This is an optimization exercise on Yosys and OpenROAD, whose aim is small area, a short achievable clock period and few clock cycles per item, not a production implementation.
Function was checked by simulation only, so behaviour that the tests miss may differ from the original.
Power figures rest on the tool's default switching activity, not on a simulated workload.

==> run B <==
==> flow/design.v (excerpt) <==
module npu_top (
    input  logic                       aclk,
    input  logic                       rst_n,
    input  logic                       reg_wr,
    input  logic                       reg_rd,
    input  logic [8-1:0] reg_addr,
    input  logic [16-1:0]     reg_wdata,
    output logic [16-1:0]     reg_rdata,
    output logic                       reg_rvalid,
    output logic                       interrupt
);
    localparam int dim = 8;
    localparam int dw  = 16;
    logic ctrl_wr, in_wr, wt_wr, start;
    logic [2:0] col_addr;
    assign ctrl_wr  = reg_wr && (reg_addr == 8'h00);
    assign in_wr    = reg_wr && (reg_addr[7:3] == 5'b00010);
    assign wt_wr    = reg_wr && (reg_addr[7:6] == 2'b01);
    assign col_addr = reg_addr[2:0];
    logic [dw-1:0] x_mem [dim];
    logic [dw-1:0] w_mem [dim][dim];
    always_ff @(posedge aclk) begin
        for (int j = 0; j < dim; j++) begin
            if (in_wr && col_addr == 3'(j)) x_mem[j] <= reg_wdata;
        end
        for (int i = 0; i < dim; i++) begin
            for (int j = 0; j < dim; j++) begin
                if (wt_wr && reg_addr[5:3] == 3'(i) && col_addr == 3'(j)) w_mem[i][j] <= reg_wdata;
            end
        end
    end
    logic       busy, done;
    logic [7:0] issued;      
    logic       col_valid;   
    logic       fire;        
    logic       acc_clr;     
    logic       all_issued, conflict, issue;
    logic       busy_n, col_valid_n;
    logic [7:0] issued_n;
    logic [2:0] next_col, sel_col;
    npu_pkg::act_type_t act_sel;
    assign all_issued = &issued;
    assign start      = ctrl_wr && reg_wdata[0] && !busy;
    assign conflict   = (in_wr || wt_wr) && issued[col_addr];
  ...
==> module npu_activation, before the edit <==
module npu_activation (
    input  npu_pkg::act_type_t     act_sel,
    input  logic [32-1:0]  acc_s,
    input  logic [32-1:0]  acc_c,
    output logic [16-1:0] result
);
    localparam logic [16-1:0] sat_max = {1'b0, {(16-1){1'b1}}};
    localparam logic [16-1:0] sat_min = {1'b1, {(16-1){1'b0}}};
    localparam logic [16-1:0] q_one = 16'h0100;
    npu_pkg::acc_word_t sum;
    logic               overflow;
    logic [16-1:0] reduced;
    assign sum.raw = acc_s + acc_c;
    assign overflow = sum.f.sat_hi != {$bits(sum.f.sat_hi){sum.f.q8_8[16-1]}};
    assign reduced  = !overflow ? sum.f.q8_8 :
                      sum.raw[32-1] ? sat_min : sat_max;
    always_comb begin
        case (act_sel)
            npu_pkg::act_relu: result = sum.raw[32-1] ? '0 : reduced;
            npu_pkg::act_step: result = (!sum.raw[32-1] && sum.raw != '0) ? q_one : '0;
            default:           result = reduced;
        endcase
    end
endmodule
export LEC_CHECK = 0
export CAP_MARGIN = 20
export CORE_MARGIN = 2
export CORE_UTILIZATION = 40
export SLEW_MARGIN = 20
create_clock -name core_clock -period 10.0 [get_ports {aclk}]
standard.sh (not shown) runs the stock make flow with config.mk's settings and CLKGATE_MAP_FILE= SYNTH_SCRIPT=/design/flow/synth_recipe.tcl, a recipe that flattens the netlist after the stock synthesis.
==> flow/flow/run.sh <==
#!/bin/bash
set -uo pipefail
SETUP_MARGIN=6
R=$PWD/orfs/results/sky130hd/npu_top/base

bash standard.sh SETUP_SLACK_MARGIN=$SETUP_MARGIN $R/1_2_yosys.v > synth.log 2>&1 || { tail -20 synth.log; exit 1; }
cp $R/1_2_yosys.v $R/1_2_yosys.standard.v
python3 flow/fa_polarity.py $R/1_2_yosys.standard.v $R/1_2_yosys.fapol.v > fa_polarity.log 2>&1 || { cat fa_polarity.log; exit 1; }
cp $R/1_2_yosys.fapol.v $R/1_2_yosys.v
bash standard.sh SETUP_SLACK_MARGIN=$SETUP_MARGIN finish > layout.log 2>&1 || { tail -20 layout.log; exit 1; }
tail -3 layout.log
Other scripts of this flow, unchanged in this note and not shown: flow/flow/fa_polarity.py
==> inputs of run Y, as changes to run B <==
--- a/flow/design.v
+++ b/flow/design.v
@@ -478,15 +478,24 @@
     localparam logic [16-1:0] sat_min = {1'b1, {(16-1){1'b0}}};
     localparam logic [16-1:0] q_one = 16'h0100;
-    npu_pkg::acc_word_t sum;
-    logic               overflow;
-    logic [16-1:0] reduced;
-    assign sum.raw = acc_s + acc_c;
-    assign overflow = sum.f.sat_hi != {$bits(sum.f.sat_hi){sum.f.q8_8[16-1]}};
-    assign reduced  = !overflow ? sum.f.q8_8 :
-                      sum.raw[32-1] ? sat_min : sat_max;
+    logic [23:0] low;
+    logic [8:0]  top0, top1, top;
+    logic        c23, ovf0, ovf1, ovf, sign, nonzero;
+    logic [16-1:0] q8_8, reduced;
+    assign low  = {1'b0, acc_s[22:0]} + {1'b0, acc_c[22:0]};
+    assign c23  = low[23];
+    assign top0 = acc_s[31:23] + acc_c[31:23];
+    assign top1 = acc_s[31:23] + acc_c[31:23] + 9'd1;
+    assign ovf0 = !(&top0 || !(|top0));
+    assign ovf1 = !(&top1 || !(|top1));
+    assign ovf  = c23 ? ovf1 : ovf0;
+    assign top  = c23 ? top1 : top0;
+    assign sign = top[8];
+    assign q8_8 = {top[0], low[22:8]};
+    assign nonzero = (acc_s ^ acc_c) != {acc_s[30:0] | acc_c[30:0], 1'b0};
+    assign reduced = !ovf ? q8_8 : sign ? sat_min : sat_max;
     always_comb begin
         case (act_sel)
-            npu_pkg::act_relu: result = sum.raw[32-1] ? '0 : reduced;
-            npu_pkg::act_step: result = (!sum.raw[32-1] && sum.raw != '0) ? q_one : '0;
+            npu_pkg::act_relu: result = sign ? '0 : reduced;
+            npu_pkg::act_step: result = (!sign && nonzero) ? q_one : '0;
             default:           result = reduced;
         endcase
--- a/flow/flow/run.sh
+++ b/flow/flow/run.sh
@@ -1,5 +1,5 @@
 #!/bin/bash
 set -uo pipefail
-SETUP_MARGIN=6
+SETUP_MARGIN=6.25
 R=$PWD/orfs/results/sky130hd/npu_top/base
 
--- a/flow/config.mk
+++ b/flow/config.mk
@@ -8,4 +8,4 @@
 export CAP_MARGIN = 20
 export CORE_MARGIN = 2
-export CORE_UTILIZATION = 40
+export CORE_UTILIZATION = 60
 export SLEW_MARGIN = 20
==> inputs of run G, as changes to run B <==
--- a/flow/design.v
+++ b/flow/design.v
@@ -478,15 +478,24 @@
     localparam logic [16-1:0] sat_min = {1'b1, {(16-1){1'b0}}};
     localparam logic [16-1:0] q_one = 16'h0100;
-    npu_pkg::acc_word_t sum;
-    logic               overflow;
-    logic [16-1:0] reduced;
-    assign sum.raw = acc_s + acc_c;
-    assign overflow = sum.f.sat_hi != {$bits(sum.f.sat_hi){sum.f.q8_8[16-1]}};
-    assign reduced  = !overflow ? sum.f.q8_8 :
-                      sum.raw[32-1] ? sat_min : sat_max;
+    logic [23:0] low;
+    logic [8:0]  top0, top1, top;
+    logic        c23, ovf0, ovf1, ovf, sign, nonzero;
+    logic [16-1:0] q8_8, reduced;
+    assign low  = {1'b0, acc_s[22:0]} + {1'b0, acc_c[22:0]};
+    assign c23  = low[23];
+    assign top0 = acc_s[31:23] + acc_c[31:23];
+    assign top1 = acc_s[31:23] + acc_c[31:23] + 9'd1;
+    assign ovf0 = !(&top0 || !(|top0));
+    assign ovf1 = !(&top1 || !(|top1));
+    assign ovf  = c23 ? ovf1 : ovf0;
+    assign top  = c23 ? top1 : top0;
+    assign sign = top[8];
+    assign q8_8 = {top[0], low[22:8]};
+    assign nonzero = (acc_s ^ acc_c) != {acc_s[30:0] | acc_c[30:0], 1'b0};
+    assign reduced = !ovf ? q8_8 : sign ? sat_min : sat_max;
     always_comb begin
         case (act_sel)
-            npu_pkg::act_relu: result = sum.raw[32-1] ? '0 : reduced;
-            npu_pkg::act_step: result = (!sum.raw[32-1] && sum.raw != '0) ? q_one : '0;
+            npu_pkg::act_relu: result = sign ? '0 : reduced;
+            npu_pkg::act_step: result = (!sign && nonzero) ? q_one : '0;
             default:           result = reduced;
         endcase
--- a/flow/flow/run.sh
+++ b/flow/flow/run.sh
@@ -1,5 +1,5 @@
 #!/bin/bash
 set -uo pipefail
-SETUP_MARGIN=6
+SETUP_MARGIN=6.5
 R=$PWD/orfs/results/sky130hd/npu_top/base
 
--- a/flow/config.mk
+++ b/flow/config.mk
@@ -8,4 +8,4 @@
 export CAP_MARGIN = 20
 export CORE_MARGIN = 2
-export CORE_UTILIZATION = 40
+export CORE_UTILIZATION = 60
 export SLEW_MARGIN = 20
==> notes.md <==
Against run Y, the final cell count of run G is larger by 2.2%. In register-to-register slack, run B and run G hardly differ. Clock power: run Y is lower than run B (about 5%). Clock skew, lowest first: run G, run Y, run B. Via count, highest first: run G, run Y, run B. Power, lowest first: run Y, run B, run G.
==> figures <==
item	run G	run B	run Y
DIE WIDTH	478 µm	578 µm	478 µm
Area Overhead vs Synth	20.6%	13.0%	13.6%
Number of placement rows	174	210	174
Result of the run	complete, no violations	complete, no violations	complete, no violations
Maximum number of pins on one net before global-route repair	104	126	187
Worst slew pin tran	1170 ps	1130 ps	1140 ps
Number of non-clock inverters in the layout	1407	963	1410
Multi-input combinational cell area	0.0794 mm²	0.0737 mm²	0.0754 mm²
Leading cell type in the layout, fill and taps excluded	sky130_fd_sc_hd__edfxtp_1	sky130_fd_sc_hd__edfxtp_1	sky130_fd_sc_hd__inv_1
Met2 layer wire length in the routed design	219000 µm	195000 µm	201000 µm
Post-CTS setup buffer count	516	106	241
Worst path required time	10640 ps	10710 ps	10570 ps
Layout Nets	14400	13300	14000
Testbench counts of run B, summed over its fixed seeds: cycles 7,296, runs 256.
Testbench counts of run Y, summed over its fixed seeds: cycles 7,296, runs 256.
Testbench counts of run G, summed over its fixed seeds: cycles 7,296, runs 256.

## what the ideal ports hide
No port has a modelled driver above. Below, the same layouts with a new extraction and two added sets of constraints. Step 1, drivers: a clkbuf_16 drives aclk and a buf_2 each remaining input, both assumed. Step 2, shift: input delay + t, output delay - t, t = (earliest + latest rising clock arrival at the registers) / 2. This alone moves slack from input paths to output paths. Three values: ideal ports, drivers, drivers and shift; two values: the first two.
run	t, ns	setup WS [ns]	worst setup path after step 2
run B	0.990	5.805 / 5.805 / 4.896	input to register
run Y	0.969	6.123 / 6.197 / 5.233	input to register
run G	0.999	5.807 / 5.807 / 5.496	input to register
After both steps every run listed still meets setup and hold. The setup slack of run B, which loses most, moves by 0.000 ns with the drivers and by -0.909 ns with both steps.
